From an optimization exercise on the open Yosys and OpenROAD flow, aimed at small area; shortcuts taken in it are not production practice.
Function was checked by simulation only, so behaviour that the tests miss may differ from the original.
Power is estimated from default activity; no workload was simulated. The flow treats the clock pin as an ideal source, which a real chip does not have.

<file path="flow/run.sh">
#!/bin/bash
# The standard layout with these changes:
#  - synthesis maps the logic with an area-oriented ABC script (flow/abc_area.script) and
#    leaves adders to ABC instead of first mapping them to the library's adder cells;
#    everything else in synthesis, including the registers, is the standard flow's own script
#  - the port buffers use the smallest buffer cell
#  - clock tree synthesis adds no dummy loads
set -euo pipefail
here=$(pwd)
export AREA_ABC_SCRIPT=$here/flow/abc_area.script
export FLOW_SYNTH_TCL=$here/synth_recipe.tcl
export BUFFER_PORTS_ARGS="-buffer_cell sky130_fd_sc_hd__buf_1"
export CTS_ARGS="-sink_clustering_enable -repair_clock_nets -sink_clustering_size 30 -sink_clustering_max_diameter 100 -buf_list sky130_fd_sc_hd__clkbuf_16 -dont_use_dummy_load"
sed "s#SYNTH_SCRIPT=[^ ]*#SYNTH_SCRIPT=$here/flow/synth_area.tcl ADDER_MAP_FILE=#" standard.sh > standard_area.sh
grep -q "SYNTH_SCRIPT=$here/flow/synth_area.tcl" standard_area.sh
bash standard_area.sh > standard_make.log 2>&1
</file>
<file path="flow/abc_area.script">
strash
&get -n
&st
&dch -x
&nf -R 1000
&st
&dch -x
&nf -R 1000
&put
topo
stime -c
</file>
<file path="flow/synth_area.tcl">
# The standard flow's synthesis (synth_recipe.tcl in the work folder), with an area-oriented ABC script
proc abc {args} {
  set i [lsearch -exact $args -script]
  if { $i >= 0 } {
    lset args [expr { $i + 1 }] $::env(AREA_ABC_SCRIPT)
  }
  yosys abc {*}$args
}
source $::env(FLOW_SYNTH_TCL)
</file>
<file path="standard.sh">
#!/bin/bash
# synth_recipe.tcl (not shown) runs the flow's synth.tcl, then flattens the netlist and writes it again
# the make line also repeats each setting of config.mk as NAME=value (left out here)
make -C /OpenROAD-flow-scripts/flow DESIGN_CONFIG=/design/flow/config.mk WORK_HOME=/design/flow/orfs CLKGATE_MAP_FILE= SYNTH_SCRIPT=/design/flow/synth_recipe.tcl "${@:-finish}"
</file>
<file path="config.mk">
export PLATFORM = sky130hd
export DESIGN_NAME = iperf_stats_top
export DESIGN_NICKNAME = iperf_stats_top
export VERILOG_FILES = /design/flow/design.v
export SDC_FILE = /design/flow/constraint.sdc
export NUM_CORES = 4
export LEC_CHECK = 0
export CAP_MARGIN = 20
export CORE_AREA = 4 4 202 202
export CTS_BUF_LIST = sky130_fd_sc_hd__clkbuf_16
export CTS_CLUSTER_DIAMETER = 100
export CTS_CLUSTER_SIZE = 30
export DIE_AREA = 0 0 206 206
export SLEW_MARGIN = 20
</file>
<file path="constraint.sdc">
create_clock -name core_clock -period 4.0 [get_ports {ap_clk}]
set_input_delay 0.8000 -clock core_clock [delete_from_list [all_inputs] [get_ports {ap_clk}]]
set_output_delay 0.8000 -clock core_clock [all_outputs]
set_load 0.01 [all_outputs]
</file>
<file path="design.v">
`default_nettype none
`timescale 1ns/1ps
package iperf_stats_pkg;
  localparam int STACK_WIDTH = 64;  
  localparam int KEEP_WIDTH = STACK_WIDTH / 8;  
  localparam int BEAT_BYTES_WIDTH = $clog2(KEEP_WIDTH + 1);  
  localparam int BYTE_CNT_WIDTH = 48;
  localparam int EVENT_CNT_WIDTH = 32;
  localparam int CYCLE_CNT_WIDTH = 64;  
  localparam int TX_STATUS_WIDTH = 64;
  localparam int TX_STS_ERR_MSB = 63;
  localparam int TX_STS_ERR_LSB = 62;
  localparam int OPEN_STATUS_WIDTH = 24;
  localparam int OPEN_OK_BIT = 16;  
  localparam int READ_PKG_WIDTH = 32;
  localparam int READ_LEN_LSB = 16;
  localparam int READ_LEN_WIDTH = 16;
endpackage
`default_nettype wire
`timescale 1ns/1ps
`default_nettype none
module iperf_stats_top (
  input  wire logic                                          ap_clk,
  input  wire logic                                          ap_rst_n,
  input  wire logic                                          ap_start,
  input  wire logic [iperf_stats_pkg::CYCLE_CNT_WIDTH-1:0]   time_in_cycles,
  input  wire logic                                          stat_load,
  input  wire logic [iperf_stats_pkg::CYCLE_CNT_WIDTH-1:0]   stat_load_value,
  input  wire logic                                          rx_data_valid,
  input  wire logic                                          rx_data_ready,
  input  wire logic [iperf_stats_pkg::KEEP_WIDTH-1:0]        rx_data_keep,
  input  wire logic                                          rx_data_last,
  input  wire logic                                          tx_data_valid,
  input  wire logic                                          tx_data_ready,
  input  wire logic [iperf_stats_pkg::KEEP_WIDTH-1:0]        tx_data_keep,
  input  wire logic                                          tx_data_last,
  input  wire logic                                          tx_meta_valid,
  input  wire logic                                          tx_meta_ready,
  input  wire logic                                          tx_status_valid,
  input  wire logic                                          tx_status_ready,
  input  wire logic [iperf_stats_pkg::TX_STATUS_WIDTH-1:0]   tx_status_data,
  input  wire logic                                          open_status_valid,
  input  wire logic                                          open_status_ready,
  input  wire logic [iperf_stats_pkg::OPEN_STATUS_WIDTH-1:0] open_status_data,
  input  wire logic                                          read_pkg_valid,
  input  wire logic                                          read_pkg_ready,
  input  wire logic [iperf_stats_pkg::READ_PKG_WIDTH-1:0]    read_pkg_data,
  output logic                                               running,
  output logic                                               ap_done,
  output logic                                               ap_idle,
  output logic [iperf_stats_pkg::CYCLE_CNT_WIDTH-1:0]        exec_cycles,
  output logic [iperf_stats_pkg::BYTE_CNT_WIDTH-1:0]         rx_bytes,
  output logic [iperf_stats_pkg::BYTE_CNT_WIDTH-1:0]         tx_bytes,
  output logic [iperf_stats_pkg::EVENT_CNT_WIDTH-1:0]        rx_pkts,
  output logic [iperf_stats_pkg::EVENT_CNT_WIDTH-1:0]        tx_pkts,
  output logic [iperf_stats_pkg::EVENT_CNT_WIDTH-1:0]        tx_cmds,
  output logic [iperf_stats_pkg::EVENT_CNT_WIDTH-1:0]        tx_stss,
  output logic [iperf_stats_pkg::EVENT_CNT_WIDTH-1:0]        tx_stss_good,
  output logic [iperf_stats_pkg::EVENT_CNT_WIDTH-1:0]        open_stss,
  output logic [iperf_stats_pkg::EVENT_CNT_WIDTH-1:0]        open_oks,
  output logic [iperf_stats_pkg::BYTE_CNT_WIDTH-1:0]         rd_req_total
);
  localparam int CW = iperf_stats_pkg::CYCLE_CNT_WIDTH;
  localparam int BW = iperf_stats_pkg::BYTE_CNT_WIDTH;
  localparam int EW = iperf_stats_pkg::EVENT_CNT_WIDTH;
  logic          ap_start_q;
  logic [CW-1:0] run_len;
  logic          run_start;
  logic          clr;        
  logic          sel;        
  assign run_start = ap_start & ~ap_start_q;
  assign clr       = ~ap_rst_n | run_start;
  assign sel       = clr | stat_load;
  assign ap_idle = ~running & ~ap_done;
  always_ff @(posedge ap_clk) begin
    if (!ap_rst_n) begin
      ap_start_q <= 1'b0;
      running    <= 1'b0;
      ap_done    <= 1'b0;
    end else begin
      ap_start_q <= ap_start;
      if (run_start) begin
        running <= 1'b1;
        ap_done <= 1'b0;
      end else begin
        ap_done <= running & (exec_cycles == run_len);
        if (running & (exec_cycles == run_len)) running <= 1'b0;
      end
    end
  end
  always_ff @(posedge ap_clk) begin
    if (run_start) run_len <= time_in_cycles;
  end
  logic [3:0]  rx_amt, tx_amt;
  logic        rx_pkt, tx_pkt, tx_cmd, tx_sts, tx_sts_good, open_sts, open_ok;
  logic [15:0] rd_amt;
  function automatic logic [3:0] count_keep(input logic [7:0] keep);
    logic [3:0] n;
    n = '0;
    for (int i = 0; i < 8; i++) n = n + {3'b000, keep[i]};
    count_keep = n;
  endfunction
  logic rx_hs, tx_hs, meta_hs, sts_hs, open_hs, rd_hs;
  assign rx_hs   = rx_data_valid & rx_data_ready & ap_rst_n;
  assign tx_hs   = tx_data_valid & tx_data_ready & ap_rst_n;
  assign meta_hs = tx_meta_valid & tx_meta_ready & ap_rst_n;
  assign sts_hs  = tx_status_valid & tx_status_ready & ap_rst_n;
  assign open_hs = open_status_valid & open_status_ready & ap_rst_n;
  assign rd_hs   = read_pkg_valid & read_pkg_ready & ap_rst_n;
  always_ff @(posedge ap_clk) begin
    rx_amt      <= count_keep(rx_data_keep) & {4{rx_hs}};
    tx_amt      <= count_keep(tx_data_keep) & {4{tx_hs}};
    rx_pkt      <= rx_hs & rx_data_last;
    tx_pkt      <= tx_hs & tx_data_last;
    tx_cmd      <= meta_hs;
    tx_sts      <= sts_hs;
    tx_sts_good <= sts_hs & (tx_status_data[63:62] == 2'b00);
    open_sts    <= open_hs;
    open_ok     <= open_hs & open_status_data[16];
    rd_amt      <= read_pkg_data[31:16] & {16{rd_hs}};
  end
  logic          keep_cnt;   
  logic [CW-1:0] ld_sel;     
  assign keep_cnt = ~sel;
  assign ld_sel   = stat_load_value & {CW{stat_load & ~clr}};
  function automatic logic [CW-1:0] inc(input logic [CW-1:0] q, input logic cin, input int w);
    logic [CW/4-1:0]  p4;    
    logic [CW/16-1:0] p16;   
    logic [CW/16-1:0] cg;    
    logic [CW/4-1:0]  cb;    
    logic [CW-1:0]    c;
    logic [CW-1:0]    r;
    for (int b = 0; b < CW/4; b++) p4[b] = &q[4*b +: 4];
    for (int g = 0; g < CW/16; g++) p16[g] = &p4[4*g +: 4];
    for (int g = 0; g < CW/16; g++) begin
      cg[g] = cin;
      for (int k = 0; k < g; k++) cg[g] = cg[g] & p16[k];
    end
    for (int b = 0; b < CW/4; b++) begin
      cb[b] = cg[b/4];
      for (int k = 4*(b/4); k < b; k++) cb[b] = cb[b] & p4[k];
    end
    for (int i = 0; i < CW; i++) begin
      if (i % 4 == 0) c[i] = cb[i/4];
      else c[i] = c[i-1] & q[i-1];
    end
    r = '0;
    for (int i = 0; i < CW; i++) if (i < w) r[i] = q[i] ^ c[i];
    inc = r;
  endfunction
  function automatic logic [CW-1:0] inc_late(input logic [CW-1:0] q, input logic cin, input int w);
    logic [CW/4-1:0]  p4;
    logic [CW/16-1:0] p16;
    logic [CW/16-1:0] xg;    
    logic [CW/4-1:0]  xb;    
    logic [CW-1:0]    x;     
    logic [CW-1:0]    r;
    for (int b = 0; b < CW/4; b++) p4[b] = &q[4*b +: 4];
    for (int g = 0; g < CW/16; g++) p16[g] = &p4[4*g +: 4];
    for (int g = 0; g < CW/16; g++) begin
      xg[g] = 1'b1;
      for (int k = 0; k < g; k++) xg[g] = xg[g] & p16[k];
    end
    for (int b = 0; b < CW/4; b++) begin
      xb[b] = xg[b/4];
      for (int k = 4*(b/4); k < b; k++) xb[b] = xb[b] & p4[k];
    end
    for (int i = 0; i < CW; i++) begin
      x[i] = xb[i/4];
      for (int k = 4*(i/4); k < i; k++) x[i] = x[i] & q[k];
    end
    r = '0;
    for (int i = 0; i < CW; i++) if (i < w) r[i] = q[i] ^ (cin & x[i]);
    inc_late = r;
  endfunction
  logic [CW-1:0] exec_inc;
  assign exec_inc = inc(exec_cycles, running, CW);
  always_ff @(posedge ap_clk) begin
    exec_cycles  <= ld_sel | ({CW{keep_cnt}} & exec_inc[CW-1:0]);
  end
  logic [CW-1:0] t0, t1, t2, t3, t4, t5, t6;
  assign t0 = inc({{(CW-EW){1'b0}}, rx_pkts}, rx_pkt, EW);
  assign t1 = inc({{(CW-EW){1'b0}}, tx_pkts}, tx_pkt, EW);
  assign t2 = inc({{(CW-EW){1'b0}}, tx_cmds}, tx_cmd, EW);
  assign t3 = inc({{(CW-EW){1'b0}}, tx_stss}, tx_sts, EW);
  assign t4 = inc({{(CW-EW){1'b0}}, tx_stss_good}, tx_sts_good, EW);
  assign t5 = inc({{(CW-EW){1'b0}}, open_stss}, open_sts, EW);
  assign t6 = inc({{(CW-EW){1'b0}}, open_oks}, open_ok, EW);
  logic [4:0]  rx_lo, tx_lo;
  logic [16:0] rd_lo;
  logic [CW-1:0] rx_hi, tx_hi, rd_hi;
  assign rx_lo = {1'b0, rx_bytes[3:0]} + {1'b0, rx_amt};
  assign tx_lo = {1'b0, tx_bytes[3:0]} + {1'b0, tx_amt};
  assign rd_lo = {1'b0, rd_req_total[15:0]} + {1'b0, rd_amt};
  assign rx_hi = inc({{(CW-BW+4){1'b0}}, rx_bytes[BW-1:4]}, rx_lo[4], BW-4);
  assign tx_hi = inc({{(CW-BW+4){1'b0}}, tx_bytes[BW-1:4]}, tx_lo[4], BW-4);
  assign rd_hi = inc_late({{(CW-BW+16){1'b0}}, rd_req_total[BW-1:16]}, rd_lo[16], BW-16);
  always_ff @(posedge ap_clk) begin
    rx_bytes     <= ld_sel[BW-1:0] | ({BW{keep_cnt}} & {rx_hi[BW-5:0], rx_lo[3:0]});
    tx_bytes     <= ld_sel[BW-1:0] | ({BW{keep_cnt}} & {tx_hi[BW-5:0], tx_lo[3:0]});
    rd_req_total <= ld_sel[BW-1:0] | ({BW{keep_cnt}} & {rd_hi[BW-17:0], rd_lo[15:0]});
    rx_pkts      <= ld_sel[EW-1:0] | ({EW{keep_cnt}} & t0[EW-1:0]);
    tx_pkts      <= ld_sel[EW-1:0] | ({EW{keep_cnt}} & t1[EW-1:0]);
    tx_cmds      <= ld_sel[EW-1:0] | ({EW{keep_cnt}} & t2[EW-1:0]);
    tx_stss      <= ld_sel[EW-1:0] | ({EW{keep_cnt}} & t3[EW-1:0]);
    tx_stss_good <= ld_sel[EW-1:0] | ({EW{keep_cnt}} & t4[EW-1:0]);
    open_stss    <= ld_sel[EW-1:0] | ({EW{keep_cnt}} & t5[EW-1:0]);
    open_oks     <= ld_sel[EW-1:0] | ({EW{keep_cnt}} & t6[EW-1:0]);
  end
endmodule
`default_nettype wire
</file>
==> impl_metrics.py, run 1 <==
metrics = {
    "synth": {
        "ys_types": 32,
        "ys_warn_count": 1,
        "syn_area_per_cell_um2": 9.15,
        "syn_area_mm2": 0.0210,
        "synth_nets": 2574,
        "synth-seq-cells": 530,
        "ys_seq_area_frac": 0.537,
        "syn_inst": 2292,
    },
    "routing": {
        "drt-pass1-iter-count": 5,
        "initialDrtViolationCount": 1486,
        "vias": 20700,
        "viasPerCell": 5.91,
        "drt_drc_violations_left": 0,
        "wire_per_inst_um": 21.8,
        "finalWirelength_um": 76600,
        "ant_nets": 0,
    },
    "grt": {
        "first_global_vias": 18900,
        "grt-ovfl-total": 0,
        "grt_max_degree": 69,
        "grt_pass1_wl_um": 112000,
        "antenna_found_initial": 16,
        "grt_use_total": 0.338,
    },
    "sta": {
        "relSlewSlack": 0.420,
        "max_freq_ghz": 0.267,
        "slew_viol_final": 0,
        "finalSetupViolCount": 0,
        "fin_skew_ns": 0.0388,
        "fin_crit_ns": 3.75,
        "tightest_slew_ns": 0.866,
        "fin_crit_sh": 0.937,
        "hold_violations": 0,
        "fin_setup_tns_ns": 0,
    },
    "floorplan": {
        "initial_core_util": 0.541,
        "die_w_um": 206,
        "core_mm2": 0.0387,
        "dieArea_mm2": 0.0424,
        "pin_count": 717,
        "row_count": 72,
        "die_h_um": 206,
    },
    "clock_network": {
        "ctsHoldBuffers": 0,
        "numCtsBuffers": 21,
        "cts-root-buf": "clkbuf_16",
        "cts_tree": "yes",
        "cts_htree_levels": 1,
        "clockBufferDepth": 3,
        "clkSinkCount": 530,
        "clk_pin_slew_ns": 0.12,
        "clk_latency_ns": 0.57,
    },
    "setup_path": {
        "slowest_stage": "or4_1",
        "path_buf_inv": 2,
        "cp_cell_sequence": "and3_2, and3_1, and3_1, inv_2, nor4_4, nand3_2, nor3_4, clkinv_1, or4_1, or2_1, nor3_4, and3_2, nand3_1, a32o_1",
        "crit_path_max_incr_delay_ns": 0.60,
        "crit_required_ns": 4.47,
        "endpoint_kind": "flop",
        "path_delay_family": "simple AND/OR/NAND/NOR gates",
        "cp_max_fo": 5,
        "startpoint_type": "flop",
        "crit_arrival_ns": 4.22,
        "worstSetupPathType": "reg2reg",
    },
    "power_and_ir_drop": {
        "ir_drop_mv": 0.297,
        "p_leak_uw": 0.00986,
        "power_density_mw_per_mm2": 376,
    },
    "place": {
        "gp_congestion": 0.957,
        "dpl_cell_area_mm2": 0.0244,
        "port_buffers": 615,
        "dp_hpwl_um": 58200,
    },
    "flow_run": {
        "cap_violations": 0,
    },
    "layout": {
        "design_area_mm2": 0.0251,
        "fin_nets": 3262,
        "area_delta_synth_final_pct": 19.5,
        "drive_above_1_share": 0.0319,
    },
    "worst_hold_path": {
        "hp-class": "in2reg",
    },
    "outcome": {
        "status": "complete, no violations",
    },
}
## state kept, by name, summed over array words and instances (netlist names), 48 cells and up
register,cells
rx_bytes,48
run_len,64
rd_req_total,48
exec_cycles,64
tx_bytes,48
## where the power goes
part	internal (µW)	switching [µW]	leakage (µW)	total (µW)
clock	955	1610	0.000259	2570
sequential	5630	239	0.00442	5870
combinational	347	635	0.00518	981
## timing repair
item / 4_1_cts / 5_1_grt
endpoints found under the setup margin: 0 / 18
buffers inserted: 0 / 1
gates resized for setup: 0 / 24
## cells in the final DEF, fill, tap and decap left out, types with 10 or more instances in the layout
| master | synthesis | routed |
|---|---|---|
| nor4_1 | 11 | 10 |
| clkbuf_16 | 0 | 21 |
| xnor2_1 | 64 | 64 |
| a31oi_1 | 11 | 11 |
| nand3_1 | 26 | 25 |
| and3_1 | 163 | 158 |
| nand2b_1 | 10 | 10 |
| nor2b_1 | 15 | 14 |
| xor2_1 | 35 | 35 |
| buf_1 | 0 | 615 |
| a21oi_1 | 304 | 304 |
| nor2_1 | 150 | 144 |
| dfxtp_1 | 466 | 465 |
| and2_0 | 81 | 79 |
| clkinv_1 | 28 | 26 |
| o21ai_0 | 241 | 241 |
| nand2_1 | 287 | 287 |
| nor3_1 | 24 | 18 |
| edfxtp_1 | 64 | 64 |
| o31ai_1 | 219 | 219 |
| nand4_1 | 56 | 56 |
| buf_4 | 0 | 42 |
## cells by family after synthesis
family                     share of synthesized area
xor gates and xnor gates                      0.0414
buffers and inverters                        0.00501
adders and majority gates                    0.00382
and+or+nand+nor                                0.194
DFF                                            0.537
AOI/OAI and AO/OA                              0.219
## worst register-to-register path: stages, from the launching register on
cell      delay, ns
dfxtp_1        0.35
and3_2         0.23
and3_1         0.19
and3_1         0.21
inv_2          0.07
nor4_4         0.33
nand3_2        0.17
nor3_4         0.23
clkinv_1       0.14
or4_1          0.60
or2_1          0.33
nor3_4         0.21
and3_2         0.26
nand3_1        0.08
a32o_1         0.25
## synth_stat cells
library cell / number / area [µm²]
o2111ai_1: 3 / 26.3
or2_0: 3 / 18.8
o22ai_1: 2 / 12.5
xor2_1: 35 / 307
nor3b_1: 4 / 30.0
clkinv_1: 28 / 105
nor4_1: 11 / 68.8
o21ai_0: 241 / 1210
xnor2_1: 64 / 561
o31ai_1: 219 / 1640
edfxtp_1: 64 / 1920
a32o_1: 3 / 30.0
a31oi_1: 11 / 68.8
or4_1: 2 / 15.0
a21oi_1: 304 / 1520
nor2_1: 150 / 563
nand3_1: 26 / 130
and3_1: 163 / 1020
nand2b_1: 10 / 62.6
maj3_1: 8 / 80.1
and4_1: 2 / 17.5
o211ai_1: 3 / 22.5
a211oi_1: 2 / 15.0
and2_0: 81 / 507
a221oi_1: 2 / 17.5
a21boi_0: 1 / 7.51
nor2b_1: 15 / 93.8
nand4_1: 56 / 350
dfxtp_1: 466 / 9330
nand2_1: 287 / 1080
a2111oi_0: 2 / 17.5
nor3_1: 24 / 120
## layer usage
metal  track usage  vias to the layer above  share of wire
met4         0.146                       18          0.054
li1              -                     9819              -
met5             0                        -         0.0018
met2         0.563                      905           0.47
met1         0.414                     9790           0.38
met3        0.0890                      187          0.094
## stage by stage
step	total power (µW)	hold WS, ns	std cells	setup WS (ns)	util
finish	9420	0.386	3505	0.254	0.647
global route	9750	0.368	3504	-0.00916	0.647
CTS	9440	0.363	3495	0.125	0.644
detailed placement	6950	0.504	3474	0.157	0.631
global placement	6920	0.488	3474	0.209	0.631
floorplan	6460	0.491	2292	0.0743	-
## final timing paths
kind / start / cells past startpoint / slack, ns / to
setup / recovery: exec_cycles[0] / 14 / 0.25 / exec_cycles[63]
hold / removal: time_in_cycles[46] / 1 / 0.39 / run_len[46]
setup reg to reg: exec_cycles[0] / 14 / 0.25 / exec_cycles[63]
hold reg to reg: tx_stss[31] / 2 / 0.54 / tx_stss[31]
## cell type report
| cell class | instances | area [µm²] |
|---|---|---|
| Antenna cell | 9 | 22.5 |
| Multi-Input combinational cell | 1734 | 9730 |
| Sequential cell | 530 | 11300 |
| Clock buffer | 21 | 526 |
| Inverter | 28 | 105 |
| Fill cell | 3480 | 13700 |
| Tap cell | 518 | 648 |
| Timing Repair Buffer | 665 | 2780 |
==> run 2: changes to the inputs <==
==> flow/abc_area.script (replaced) <==
strash
&get -n
&st
&dch
&nf -R 1000
&st
&dch
&nf -R 1000
&put
topo
stime -c
--- a/config.mk
+++ b/config.mk
@@ -7,8 +7,6 @@
 export LEC_CHECK = 0
 export CAP_MARGIN = 20
 export CORE_AREA = 4 4 202 202
-export CTS_BUF_LIST = sky130_fd_sc_hd__clkbuf_16
-export CTS_CLUSTER_DIAMETER = 100
-export CTS_CLUSTER_SIZE = 30
 export DIE_AREA = 0 0 206 206
+export PLACE_DENSITY = 0.75
 export SLEW_MARGIN = 20
==> impl_metrics.py, run 2 <==
metrics = {
    "sta": {
        "fin_crit_ns": 3.75,
        "max_freq_ghz": 0.266,
        "tightest_slew_ns": 1.06,
        "fin_skew_ns": 0.0471,
        "fin_hold_ws_ns": 0.378,
        "slew_viol_final": 0,
        "fin_crit_sh": 0.938,
        "relSlewSlack": 0.292,
        "finalSetupViolCount": 0,
        "hold_violations": 0,
    },
    "grt": {
        "grt_pass1_wl_um": 114000,
        "grt_max_degree": 79,
        "grt-ovfl-total": 0,
        "antenna_found_initial": 9,
        "first_global_vias": 19500,
        "grt_use_total": 0.345,
    },
    "routing": {
        "finalWirelength_um": 79400,
        "ant_nets": 0,
        "drt-pass1-iter-count": 6,
        "vias": 21500,
        "initialDrtViolationCount": 2242,
        "viasPerCell": 6.06,
        "drt_drc_violations_left": 0,
        "wire_per_inst_um": 22.4,
    },
    "setup_path": {
        "startpoint_type": "flop",
        "cp_max_fo": 6,
        "endpoint_kind": "flop",
        "crit_required_ns": 4.42,
        "crit_arrival_ns": 4.18,
        "rrSetupSlack_ns": 0.25,
        "worstSetupPathType": "reg2reg",
        "ff2ff_path_depth": 16,
    },
    "synth": {
        "ys_types": 34,
        "syn_area_mm2": 0.0212,
        "synth_area_leaders": "dfxtp_1 (44%), edfxtp_1 (9.1%), o31ai_1 (8.4%)",
        "synth_nets": 2607,
        "synth_top_area_cell": "dfxtp_1",
        "synth-seq-cells": 530,
        "async_flop_share": 0,
        "syn_inst": 2325,
        "yosysMostFrequentCell": "dfxtp_1",
        "ys.flop_type": "dfxtp_1",
        "syn_area_per_cell_um2": 9.12,
        "ys_seq_area_frac": 0.531,
        "synth_edf_count": 64,
        "synth_top_area_frac": 0.440,
        "synthTopCellsByCount": "dfxtp_1 (466), nand2_1 (288), a21oi_1 (287)",
        "ys_warn_count": 1,
    },
    "worst_hold_path": {
        "holdPathStages": 1,
        "hp-class": "in2reg",
    },
    "flow_run": {
        "cap_violations": 0,
    },
    "clock_network": {
        "clk_pin_slew_ns": 0.12,
        "clk_latency_ns": 0.58,
        "cts_tree": "yes",
        "cts-root-buf": "clkbuf_16",
        "ctsHoldBuffers": 0,
        "cts_setup_buffers": 0,
        "clockBufferDepth": 3,
        "cts_htree_levels": 1,
        "clkSinkCount": 530,
        "numCtsBuffers": 21,
    },
    "layout": {
        "layout_commonest_cell": "buf_1",
        "drive_above_1_share": 0.0302,
        "ff_latch_area_mm2": 0.0113,
        "multi_input_area_mm2": 0.00991,
        "reg_top3": "exec_cycles: 64 flops, run_len: 64 flops",
        "nFillCells": 3336,
        "area_delta_synth_final_pct": 19.0,
        "layout_common_cells": "buf_1 (615), dfxtp_1 (466), nand2_1 (288), a21oi_1 (287), o31ai_1 (237)",
        "fin_nets": 3298,
    },
    "outcome": {
        "status": "complete, no violations",
    },
    "place": {
        "port_buffers": 615,
        "dp_hpwl_um": 59700,
        "gp_congestion": 0.939,
    },
    "power_and_ir_drop": {
        "power_uw": 9470,
        "p_leak_uw": 0.00985,
        "ir_drop_mv": 0.286,
        "power_density_mw_per_mm2": 375,
    },
    "floorplan": {
        "dieArea_mm2": 0.0424,
        "core_mm2": 0.0387,
        "initial_core_util": 0.547,
        "die_h_um": 206,
        "row_count": 72,
        "die_w_um": 206,
        "pin_count": 717,
    },
}
==> run 2: kinds of logic after synthesis <==
group | count (synthesis) | synth area share
buffers and inverters | 28 | 0.00496
and+or+nand+nor | 900 | 0.209
DFF | 530 | 0.531
AOI/OAI and AO/OA | 760 | 0.210
adders and majority gates | 8 | 0.00378
xor gates and xnor gates | 99 | 0.0409
==> run 2: per-stage QoR <==
stage / utilization / worst slack [ns] / setup TNS [ns] / std cells / area (µm²)
3_5_place_dp: 0.636 / 0.150 / 0 / 3511 / 24600
3_3_place_gp: 0.636 / 0.308 / 0 / 3511 / 24600
4_1_cts: 0.649 / 0.119 / 0 / 3532 / 25100
6_report: 0.651 / 0.246 / 0 / 3542 / 25200
5_1_grt: 0.651 / -0.00686 / -0.00686 / 3539 / 25200
2_1_floorplan: - / 0.157 / 0 / 2325 / 21200
==> run 2: final cells by class <==
class,instances,share of cell area
Antenna cell,10,0.000992
Clock buffer,21,0.0208
Inverter,28,0.00417
Multi-Input combinational cell,1767,0.393
Sequential cell,530,0.446
Tap cell,518,0.0257
Timing Repair Buffer,668,0.110
==> run 2: where the power goes <==
group,leakage (µW),internal [µW],switching (µW)
Combinational,0.00517,344,648
Clock,0.000259,954,1640
Sequential,0.00442,5630,252
Total,0.00985,6930,2540
==> run 2: path summary, 6_finish.rpt <==
check	start	endpoint
setup / recovery	tx_pkts[1]	tx_pkts[31]
hold reg to reg	rd_req_total[26]	rd_req_total[26]
hold / removal	time_in_cycles[52]	run_len[52]
setup reg to reg	tx_pkts[1]	tx_pkts[31]
==> run 2: critical path, stage by stage (launching register included) <==
cell,delay [ns]
dfxtp_1,0.38
and3_1,0.25
and3_1,0.31
and3_1,0.36
clkinv_1,0.13
nor3_2,0.27
and2_0,0.24
nand2_1,0.10
nor2_1,0.15
and3_1,0.24
and3_1,0.28
and3_1,0.25
and3_1,0.22
and2_0,0.18
a21oi_1,0.07
o21ai_0,0.09
nand2_1,0.07
==> run 2: what timing repair did <==
action,CTS,global route
setup endpoints to repair,0,16
endpoints found under the hold margin,0,0
resized for setup,0,16
==> run 2: per-layer routing <==
metal | vias to the layer above | global-route usage | routed length (µm)
met5 | - | 0 | 26
li1 | 9934 | - | -
met2 | 1071 | 0.586 | 37900
met4 | 4 | 0.160 | 4600
met1 | 10200 | 0.426 | 29700
met3 | 219 | 0.0653 | 7230
==> run 3: changes to the inputs <==
--- a/config.mk
+++ b/config.mk
@@ -8,5 +8,5 @@
 export CAP_MARGIN = 20
 export CORE_AREA = 4 4 202 202
 export DIE_AREA = 0 0 206 206
-export PLACE_DENSITY = 0.75
+export PLACE_DENSITY = 0.45
 export SLEW_MARGIN = 20
==> impl_metrics.py, run 3 <==
metrics = {
    "setup_path": {
        "endpoint_kind": "flop",
        "crit_arrival_ns": 4.11,
        "cpMostUsedCell": "and3_1",
        "crit_path_max_incr_delay_ns": 0.39,
        "startpoint_type": "flop",
        "cp_cell_sequence": "and3_1, and3_1, and3_1, clkinv_1, nor3_2, nand3_1, nor2_2, and3_1, and3_1, and3_1, and3_1, and2_0, a21oi_1, o21ai_0, nand2_1",
        "worstSetupPathType": "reg2reg",
        "path_delay_family": "simple AND/OR/NAND/NOR gates",
        "crit_required_ns": 4.44,
        "slowest_stage": "dfxtp_1",
        "path_buf_inv": 1,
        "cp_max_fo": 6,
    },
    "layout": {
        "nFillCells": 3450,
        "final_cells": 3534,
        "layout_common_cells": "buf_1 (615), dfxtp_1 (466), nand2_1 (287), a21oi_1 (287), o31ai_1 (237)",
        "reg_top3": "exec_cycles: 64 flops, run_len: 64 flops",
        "fin_nets": 3291,
        "drive_above_1_share": 0.0279,
        "area_delta_synth_final_pct": 18.9,
        "layout_commonest_cell": "buf_1",
        "ff_latch_area_mm2": 0.0113,
        "multi_input_area_mm2": 0.00991,
    },
    "synth": {
        "yosysMostFrequentCell": "dfxtp_1",
        "ys_types": 34,
        "syn_inst": 2325,
        "ys.flop_type": "dfxtp_1",
        "synth-seq-cells": 530,
        "syn_area_mm2": 0.0212,
        "async_flop_share": 0,
        "ys_warn_count": 1,
        "synthTopCellsByCount": "dfxtp_1 (466), nand2_1 (288), a21oi_1 (287)",
        "syn_area_per_cell_um2": 9.12,
        "synth_top_area_frac": 0.440,
        "synth_top_area_cell": "dfxtp_1",
        "synth_edf_count": 64,
        "synth_nets": 2607,
        "synth_area_leaders": "dfxtp_1 (44%), edfxtp_1 (9.1%), o31ai_1 (8.4%)",
        "ys_seq_area_frac": 0.531,
    },
    "grt": {
        "grt_use_total": 0.347,
        "grt_pass1_wl_um": 114000,
        "first_global_vias": 19200,
        "grt-ovfl-total": 0,
        "grt_max_degree": 77,
        "antenna_found_initial": 8,
    },
    "routing": {
        "wl_met3_um": 7770,
        "top_layer": "met5",
        "vias": 21100,
        "finalWirelength_um": 78700,
        "ant_nets": 0,
        "drt_drc_violations_left": 0,
        "viasPerCell": 5.96,
        "initialDrtViolationCount": 1909,
        "wl_met2_um": 36100,
        "drt-met1-wl_um": 29800,
        "wire_per_inst_um": 22.3,
        "drt-pass1-iter-count": 8,
    },
    "sta": {
        "rsz0062_at_grt": "false",
        "fin_crit_ns": 3.67,
        "relSlewSlack": 0.412,
        "fin_crit_sh": 0.918,
        "layout_setup_ws_ns": 0.329,
        "fin_skew_ns": 0.0353,
        "finalSetupViolCount": 0,
        "fin_hold_ws_ns": 0.396,
        "hold_violations": 0,
        "max_freq_ghz": 0.272,
        "slew_viol_final": 0,
        "tightest_slew_ns": 0.883,
    },
    "clock_network": {
        "cts-root-buf": "clkbuf_16",
        "cts_tree": "yes",
        "cts_htree_levels": 1,
        "cts_setup_buffers": 0,
        "clk_pin_slew_ns": 0.12,
        "clkSinkCount": 530,
        "clk_latency_ns": 0.57,
        "numCtsBuffers": 21,
        "ctsHoldBuffers": 0,
        "clockBufferDepth": 3,
    },
    "power_and_ir_drop": {
        "ir_drop_mv": 0.323,
        "comb_power_share": 0.104,
        "p_leak_uw": 0.00983,
        "pwr-share-seq": 0.621,
        "p_sw_frac": 0.267,
        "power_density_mw_per_mm2": 375,
        "p_int_uw": 6930,
        "pwr-share-clk": 0.274,
        "p_switching_uw": 2530,
    },
    "place": {
        "dp_hpwl_um": 60000,
        "port_buffers": 615,
        "dpl_worst_slack_ns": -0.0242,
        "dp.cells": 3504,
        "gp_congestion": 0.923,
    },
    "flow_run": {
        "cap_violations": 0,
    },
    "floorplan": {
        "initial_core_util": 0.547,
        "core_mm2": 0.0387,
        "dieArea_mm2": 0.0424,
        "pin_count": 717,
        "row_count": 72,
        "die_w_um": 206,
        "die_h_um": 206,
    },
    "worst_hold_path": {
        "hp-class": "in2reg",
    },
    "outcome": {
        "status": "complete, no violations",
    },
}
[run 3: worst register-to-register path, stage by stage (launching register included)]
cell      delay (ns)
dfxtp_1         0.39
and3_1          0.27
and3_1          0.25
and3_1          0.36
clkinv_1        0.14
nor3_2          0.28
nand3_1         0.18
nor2_2          0.28
and3_1          0.28
and3_1          0.30
and3_1          0.24
and3_1          0.21
and2_0          0.18
a21oi_1         0.08
o21ai_0         0.08
nand2_1         0.07
[run 3: path summary, 6_finish.rpt]
path	from	end	slack (ns)	cells past startpoint
max reg2reg	open_stss[0]	open_stss[31]	0.33	15
min	time_in_cycles[21]	run_len[21]	0.40	1
max	open_stss[0]	open_stss[31]	0.33	15
min reg2reg	open_stss[31]	open_stss[31]	0.53	2
[run 3: metrics by stage]
stage / instance area [µm²] / util / setup TNS [ns] / power, µW
global route: 25200 / 0.650 / 0 / 9760
floorplan: 21200 / - / 0 / 6460
finish: 25200 / 0.651 / 0 / 9460
detailed placement: 24600 / 0.635 / -0.0242 / 6970
CTS: 25100 / 0.649 / 0 / 9470
global placement: 24600 / 0.635 / 0 / 6930
[run 3: timing repair]
item                                    in CTS  in global routing
endpoints found under the setup margin       1                 17
gates resized for setup                      1                 15
pin swaps                                    0                  1
[run 3: final cells by class]
cell class / count / area share
timing repair buffer: 661 / 0.109
sequential: 530 / 0.446
clock buffer: 21 / 0.0208
antenna: 9 / 0.000894
multi-input combinational: 1767 / 0.393
tap: 518 / 0.0257
inverter: 28 / 0.00417
[run 3: power by group through the flow]
stage | logic, µW | clock network, µW | registers (µW)
floorplan | 431 | 0 | 6030
global placement | 959 | 0 | 5970
detailed placement | 980 | 0 | 5990
CTS | 984 | 2620 | 5870
global route | 1070 | 2770 | 5910
finish | 988 | 2590 | 5870
[run 3: kinds of logic after synthesis]
family,share of synthesized area
flip-flops,0.531
buffers and inverters,0.00496
AO/OA/AOI/OAI,0.210
XOR/XNOR,0.0409
AND/OR/NAND/NOR,0.209
adder cells (fa/ha/maj),0.00378
[run 3: per-layer routing]
metal	vias to the layer above	track usage
met1	10100	0.426
met3	189	0.0844
met4	2	0.181
li1	9923	-
met2	901	0.566
met5	-	0
==> run 4: changes to the inputs <==
--- a/flow/run.sh
+++ b/flow/run.sh
@@ -10,7 +10,7 @@
 export AREA_ABC_SCRIPT=$here/flow/abc_area.script
 export FLOW_SYNTH_TCL=$here/synth_recipe.tcl
 export BUFFER_PORTS_ARGS="-buffer_cell sky130_fd_sc_hd__buf_1"
-export CTS_ARGS="-sink_clustering_enable -repair_clock_nets -sink_clustering_size 30 -sink_clustering_max_diameter 100 -buf_list sky130_fd_sc_hd__clkbuf_16 -dont_use_dummy_load"
+export CTS_ARGS="-sink_clustering_enable -repair_clock_nets -sink_clustering_size 30 -sink_clustering_max_diameter 100 -buf_list sky130_fd_sc_hd__clkbuf_16 -dont_use_dummy_load -root_buf sky130_fd_sc_hd__clkbuf_8"
 sed "s#SYNTH_SCRIPT=[^ ]*#SYNTH_SCRIPT=$here/flow/synth_area.tcl ADDER_MAP_FILE=#" standard.sh > standard_area.sh
 grep -q "SYNTH_SCRIPT=$here/flow/synth_area.tcl" standard_area.sh
 bash standard_area.sh > standard_make.log 2>&1
==> flow/abc_area.script (replaced) <==
strash
&get -n
&st
&dch -x
&nf -R 1000
&st
&dch -x
&nf -R 1000
&put
topo
stime -c
--- a/config.mk
+++ b/config.mk
@@ -8,5 +8,4 @@
 export CAP_MARGIN = 20
 export CORE_AREA = 4 4 202 202
 export DIE_AREA = 0 0 206 206
-export PLACE_DENSITY = 0.45
 export SLEW_MARGIN = 20
==> impl_metrics.py, run 4 <==
metrics = {
    "outcome": {
        "status": "complete, no violations",
    },
    "synth": {
        "async_flop_share": 0,
        "syn_inst": 2292,
        "syn_area_mm2": 0.0210,
        "ys_seq_area_frac": 0.537,
        "synth-seq-cells": 530,
        "synth_area_leaders": "dfxtp_1 (44%), edfxtp_1 (9.2%), o31ai_1 (7.8%)",
        "synth_edf_count": 64,
        "ys.flop_type": "dfxtp_1",
        "ys_types": 32,
        "synthTopCellsByCount": "dfxtp_1 (466), a21oi_1 (304), nand2_1 (287)",
        "syn_area_per_cell_um2": 9.15,
        "synth_top_area_frac": 0.445,
        "synth_nets": 2574,
        "ys_warn_count": 1,
        "synth_top_area_cell": "dfxtp_1",
        "yosysMostFrequentCell": "dfxtp_1",
    },
    "clock_network": {
        "cts_htree_levels": 1,
        "clk_latency_ns": 0.68,
        "cts-root-buf": "clkbuf_8",
        "cts_tree": "yes",
        "ctsHoldBuffers": 0,
        "clockBufferDepth": 3,
        "clk_pin_slew_ns": 0.11,
        "numCtsBuffers": 21,
        "clkSinkCount": 530,
    },
    "power_and_ir_drop": {
        "pwr-share-clk": 0.266,
        "comb_power_share": 0.105,
        "p_int_uw": 6850,
        "ir_drop_mv": 0.294,
        "pwr-share-seq": 0.629,
        "p_leak_uw": 0.00985,
        "power_density_mw_per_mm2": 373,
        "p_switching_uw": 2480,
        "p_sw_frac": 0.266,
    },
    "layout": {
        "area_delta_synth_final_pct": 19.4,
        "layout_commonest_cell": "buf_1",
        "layout_common_cells": "buf_1 (615), dfxtp_1 (465), a21oi_1 (304), nand2_1 (287), o21ai_0 (241)",
        "drive_above_1_share": 0.0332,
        "nFillCells": 3486,
        "final_cells": 3506,
        "fin_nets": 3263,
        "final_core_util": 0.647,
        "reg_top3": "exec_cycles: 64 flops, run_len: 64 flops",
    },
    "sta": {
        "relSlewSlack": 0.409,
        "fin_skew_ns": 0.0734,
        "fin_crit_sh": 0.941,
        "hold_violations": 0,
        "max_freq_ghz": 0.266,
        "finalSetupViolCount": 0,
        "fin_crit_ns": 3.76,
        "tightest_slew_ns": 0.882,
        "slew_viol_final": 0,
        "fin_setup_tns_ns": 0,
        "rsz0062_at_grt": "false",
    },
    "place": {
        "dp_hpwl_um": 58200,
        "dp.cells": 3474,
        "port_buffers": 615,
        "gp_congestion": 0.957,
    },
    "grt": {
        "grt_use_total": 0.338,
        "grt-ovfl-total": 0,
        "first_global_vias": 18900,
        "grt_max_degree": 69,
        "antenna_found_initial": 16,
        "grt_pass1_wl_um": 112000,
    },
    "floorplan": {
        "row_count": 72,
        "die_w_um": 206,
        "dieArea_mm2": 0.0424,
        "initial_core_util": 0.541,
        "core_mm2": 0.0387,
        "die_h_um": 206,
        "pin_count": 717,
    },
    "setup_path": {
        "cp_max_fo": 6,
        "crit_arrival_ns": 4.26,
        "endpoint_kind": "flop",
        "startpoint_type": "flop",
        "worstSetupPathType": "reg2reg",
        "crit_required_ns": 4.50,
    },
    "flow_run": {
        "cap_violations": 0,
    },
    "routing": {
        "drt_drc_violations_left": 0,
        "ant_nets": 0,
        "wire_per_inst_um": 21.9,
        "drt-pass1-iter-count": 6,
        "finalWirelength_um": 76600,
        "viasPerCell": 5.89,
        "vias": 20700,
        "initialDrtViolationCount": 1621,
    },
    "worst_hold_path": {
        "hp-class": "in2reg",
    },
}
==> run 4: cell type report <==
cell class	count	area, µm²	share of cell area
antenna	9	22.5	0.000899
clock buffer	21	492	0.0196
inverter	28	105	0.00420
multi-input combinational	1734	9730	0.389
sequential	530	11300	0.449
tap	518	648	0.0259
timing repair buffer	666	2790	0.111
==> run 4: path summary, 6_finish.rpt <==
path	from	slack (ns)	cells after the start	endpoint
min reg2reg	rx_pkts[31]	0.54	2	rx_pkts[31]
max reg2reg	tx_pkts[0]	0.24	15	tx_pkts[31]
max	tx_pkts[0]	0.24	15	tx_pkts[31]
min	time_in_cycles[23]	0.28	1	run_len[23]
==> run 4: metal layers <==
| layer | track usage | vias up | routed length [µm] |
|---|---|---|---|
| li1 | - | 9824 | - |
| met1 | 0.414 | 9796 | 29600 |
| met2 | 0.562 | 841 | 35800 |
| met3 | 0.0901 | 181 | 7030 |
| met4 | 0.145 | 18 | 4070 |
| met5 | 0 | - | 141 |
==> run 4: metrics by stage <==
stage | area (µm²) | total power [µW] | setup WS, ns | hold WS (ns)
floorplan | 21000 | 6460 | 0.0743 | 0.491
global placement | 24400 | 6920 | 0.209 | 0.488
detailed placement | 24400 | 6950 | 0.157 | 0.504
CTS | 24900 | 9360 | 0.124 | 0.255
global route | 25000 | 9670 | 0.00219 | 0.257
finish | 25000 | 9330 | 0.238 | 0.281
==> run 4: power groups by stage <==
stage                     combinational [µW]  clock (µW)  sequential [µW]
after floorplan                          429           0             6030
after global placement                   956           0             5970
after detailed placement                 973           0             5980
after CTS                                978        2520             5860
after global routing                    1070        2690             5900
final                                    981        2490             5870
==> run 4: cells by family after synthesis <==
group	share of synthesized area
buffers and inverters	0.00501
XOR/XNOR	0.0414
AO/OA/AOI/OAI	0.219
flip-flops	0.537
adder cells (fa/ha/maj)	0.00382
AND/OR/NAND/NOR	0.194
==> run 4: worst max-delay path: stages, from the launching register on <==
cell      delay (ns)
dfxtp_1         0.41
and3_1          0.25
and3_1          0.29
and3_1          0.30
clkinv_1        0.15
nor3_2          0.32
nand3_1         0.19
nor2_1          0.18
and3_1          0.29
and3_1          0.30
and3_2          0.28
and3_1          0.21
and2_0          0.19
a21oi_1         0.08
o21ai_0         0.07
nand2_1         0.06
==> run 4: repair_timing <==
| action | CTS | global route |
|---|---|---|
| buffers inserted | 0 | 2 |
| endpoints found under the setup margin | 0 | 19 |
| gates resized for setup | 0 | 27 |
==> run 5: changes to the inputs <==
==> flow/abc_area.script (replaced) <==
strash
&get -n
&st
&dch
&nf -R 1000
&st
&dch
&nf -R 1000
&put
topo
stime -c
--- a/config.mk
+++ b/config.mk
@@ -7,5 +7,8 @@
 export LEC_CHECK = 0
 export CAP_MARGIN = 20
 export CORE_AREA = 4 4 202 202
+export CTS_BUF_LIST = sky130_fd_sc_hd__clkbuf_16
+export CTS_CLUSTER_DIAMETER = 100
+export CTS_CLUSTER_SIZE = 30
 export DIE_AREA = 0 0 206 206
 export SLEW_MARGIN = 20
==> impl_metrics.py, run 5 <==
metrics = {
    "synth": {
        "ys.flop_type": "dfxtp_1",
        "synth-seq-cells": 530,
        "synth_top_area_frac": 0.440,
        "syn_area_mm2": 0.0212,
        "synth_edf_count": 64,
        "syn_area_per_cell_um2": 9.12,
        "ys_seq_area_frac": 0.531,
        "synth_area_leaders": "dfxtp_1 (44%), edfxtp_1 (9.1%), o31ai_1 (8.4%)",
        "async_flop_share": 0,
        "syn_inst": 2325,
        "yosysMostFrequentCell": "dfxtp_1",
        "synth_nets": 2607,
        "ys_warn_count": 1,
        "ys_types": 34,
        "synth_top_area_cell": "dfxtp_1",
        "synthTopCellsByCount": "dfxtp_1 (466), nand2_1 (288), a21oi_1 (287)",
    },
    "layout": {
        "layout_common_cells": "buf_1 (615), dfxtp_1 (466), nand2_1 (287), a21oi_1 (287), o31ai_1 (237)",
        "drive_above_1_share": 0.0279,
        "final_cells": 3534,
        "layout_commonest_cell": "buf_1",
        "area_delta_synth_final_pct": 18.8,
        "reg_top3": "exec_cycles: 64 flops, run_len: 64 flops",
        "fin_nets": 3291,
    },
    "routing": {
        "vias": 21100,
        "initialDrtViolationCount": 1964,
        "drt-pass1-iter-count": 5,
        "ant_nets": 0,
        "drt_drc_violations_left": 0,
        "finalWirelength_um": 78500,
        "wire_per_inst_um": 22.2,
        "viasPerCell": 5.98,
    },
    "sta": {
        "max_freq_ghz": 0.268,
        "fin_hold_ws_ns": 0.316,
        "fin_crit_ns": 3.73,
        "relSlewSlack": 0.407,
        "fin_crit_sh": 0.933,
        "slew_viol_final": 0,
        "fin_skew_ns": 0.0365,
        "hold_violations": 0,
        "tightest_slew_ns": 0.889,
        "finalSetupViolCount": 0,
        "rsz0062_at_grt": "false",
    },
    "setup_path": {
        "startpoint_type": "flop",
        "cpMostUsedCell": "and3_1",
        "slowest_stage": "and3_1",
        "reg2reg_from": "tx_pkts[0]",
        "path_delay_family": "simple AND/OR/NAND/NOR gates",
        "crit_arrival_ns": 4.25,
        "rrSetupSlack_ns": 0.27,
        "crit_required_ns": 4.52,
        "cp_cell_sequence": "and3_1, and3_1, and3_1, clkinv_1, nor3_1, and2_0, nand2_1, nor2_1, and3_1, and3_1, and3_1, and3_1, and2_0, a21oi_1, o21ai_0, nand2_1",
        "path_buf_inv": 1,
        "cp_num_cells": 16,
        "endpoint_kind": "flop",
        "r2r_end": "tx_pkts[31]",
        "ff2ff_path_depth": 16,
        "crit_path_max_incr_delay_ns": 0.40,
        "cp_max_fo": 5,
        "worstSetupPathType": "reg2reg",
    },
    "grt": {
        "grt_max_degree": 77,
        "antenna_found_initial": 8,
        "grt_pass1_wl_um": 114000,
        "grt-ovfl-total": 0,
        "grt_use_total": 0.346,
        "first_global_vias": 19200,
    },
    "clock_network": {
        "clk_latency_ns": 0.65,
        "clockBufferDepth": 3,
        "cts_tree": "yes",
        "numCtsBuffers": 21,
        "cts_htree_levels": 1,
        "clk_pin_slew_ns": 0.12,
        "clkSinkCount": 530,
        "cts-root-buf": "clkbuf_8",
    },
    "power_and_ir_drop": {
        "pwr-share-seq": 0.628,
        "pwr-share-clk": 0.267,
        "p_int_uw": 6850,
        "p_leak_uw": 0.00981,
        "p_switching_uw": 2510,
        "power_density_mw_per_mm2": 372,
        "power_uw": 9360,
        "p_sw_frac": 0.268,
        "ir_drop_mv": 0.325,
        "comb_power_share": 0.105,
    },
    "place": {
        "port_buffers": 615,
        "gp_congestion": 0.923,
        "dp_hpwl_um": 60000,
        "dp.cells": 3504,
    },
    "worst_hold_path": {
        "hp-class": "in2reg",
        "min-delay-start": "time_in_cycles[35]",
        "whs_endpoint": "run_len[35]",
        "holdPathStages": 1,
    },
    "floorplan": {
        "row_count": 72,
        "pin_count": 717,
        "initial_core_util": 0.547,
        "die_h_um": 206,
        "core_mm2": 0.0387,
        "die_w_um": 206,
        "dieArea_mm2": 0.0424,
    },
    "outcome": {
        "status": "complete, no violations",
    },
    "flow_run": {
        "cap_violations": 0,
    },
}
[run 5: cell types whose count changed in the layout (fill, tap and decap cells not counted), moves of 11 or more]
cell     delta
a21oi_1    -17
and2_0     +15
nor3_1     +11
nor2_1     +29
o21ai_0    -28
o31ai_1    +18
[run 5: routing by layer]
metal,vias up,GRT usage,routed length (µm)
li1,9919,-,-
met1,10100,0.426,30000
met2,910,0.566,35800
met3,200,0.0855,7590
met4,2,0.178,5120
met5,-,0,13
[run 5: worst max path at each step]
stage	slack (ns)	to	from
floorplan	0.16	exec_cycles[63]	running
global route	0.03	open_oks[31]	open_oks[1]
CTS	0.08	exec_cycles[63]	exec_cycles[0]
detailed placement	-0.02	exec_cycles[63]	exec_cycles[0]
finish	0.27	tx_pkts[31]	tx_pkts[0]
global placement	0.11	exec_cycles[63]	exec_cycles[0]
[run 5: worst reg2reg max path, cell delays in order (launching register included)]
cell and delay (ns):
dfxtp_1 0.39, and3_1 0.26, and3_1 0.26, and3_1 0.40, clkinv_1 0.12, nor3_1 0.30
and2_0 0.24, nand2_1 0.10, nor2_1 0.18, and3_1 0.29, and3_1 0.25, and3_1 0.22
and3_1 0.21, and2_0 0.18, a21oi_1 0.07, o21ai_0 0.08, nand2_1 0.08
[run 5: logic make-up (layout without fill, tap and decap cells)]
kind of cell	count (synthesis)	count (layout)	synth area share
fa+ha+maj	8	8	0.00378
flops	530	530	0.531
xor+xnor	99	99	0.0409
buf+inv	28	710	0.00496
other cells	0	9	0
simple gates	900	900	0.209
compound gates	760	760	0.210
[run 5: layout make-up]
type	instances	area, µm²
Timing Repair Buffer	661	2740
Antenna cell	9	22.5
Tap cell	518	648
Fill cell	3454	13600
Multi-Input combinational cell	1767	9910
Clock buffer	21	492
Inverter	28	105
Sequential cell	530	11300
[run 5: power groups by stage]
stage / sequential, µW / clock (µW) / combinational (µW)
final: 5870 / 2500 / 987
after detailed placement: 5990 / 0 / 980
after CTS: 5870 / 2530 / 984
after global placement: 5970 / 0 / 959
after floorplan: 6030 / 0 / 431
after global routing: 5910 / 2690 / 1070
[run 5: repair_timing]
action | CTS | global route
endpoints found under the setup margin | 1 | 18
pin swaps | 0 | 1
gates resized for setup | 1 | 15
hold buffers | 0 | 0
buffers inserted | 0 | 0
[run 5: metrics by stage]
step                      setup slack (ns)  utilization  TNS, ns  area, µm²
after floorplan                      0.157            -        0      21200
after global placement               0.112        0.635        0      24600
after detailed placement           -0.0242        0.635  -0.0242      24600
after CTS                           0.0833        0.648        0      25100
after global routing                0.0327        0.650        0      25200
final                                0.269        0.650        0      25200

[static timing again, ports no longer ideal]
The results above use ideal ports. As a check the final layouts listed here were re-extracted and re-timed, cells and wires unchanged.
Step 1: set_driving_cell puts a clkbuf_16 on ap_clk and a buf_2 on each other input, an assumption about the parent block.
Step 2 adds t to the input delays and takes it off the output delays; t is the mean of the earliest and latest rising clock arrival at the registers after step 1. Input paths then give back, and output paths get back, about the clock's delay inside the block.
Slacks: ideal / step 1 / step 2; pairs: ideal / step 1.
| run | shift t [ns] | setup WS [ns] | latest minus earliest clock arrival (ns) | slew at the worst register clock pin (ns) |
|---|---|---|---|---|
| run 1 | 0.609 | 0.254 / 0.254 / 0.254 | 0.041 / 0.041 | 0.12 / 0.12 |
| run 2 | 0.615 | 0.246 / 0.246 / 0.246 | 0.049 / 0.049 | 0.12 / 0.12 |
| run 3 | 0.606 | 0.329 / 0.329 / 0.329 | 0.036 / 0.036 | 0.12 / 0.12 |
| run 4 | 0.692 | 0.238 / 0.238 / 0.238 | 0.075 / 0.074 | 0.12 / 0.12 |
| run 5 | 0.685 | 0.269 / 0.269 / 0.269 | 0.037 / 0.037 | 0.12 / 0.12 |
After both steps every run listed still meets setup and hold.
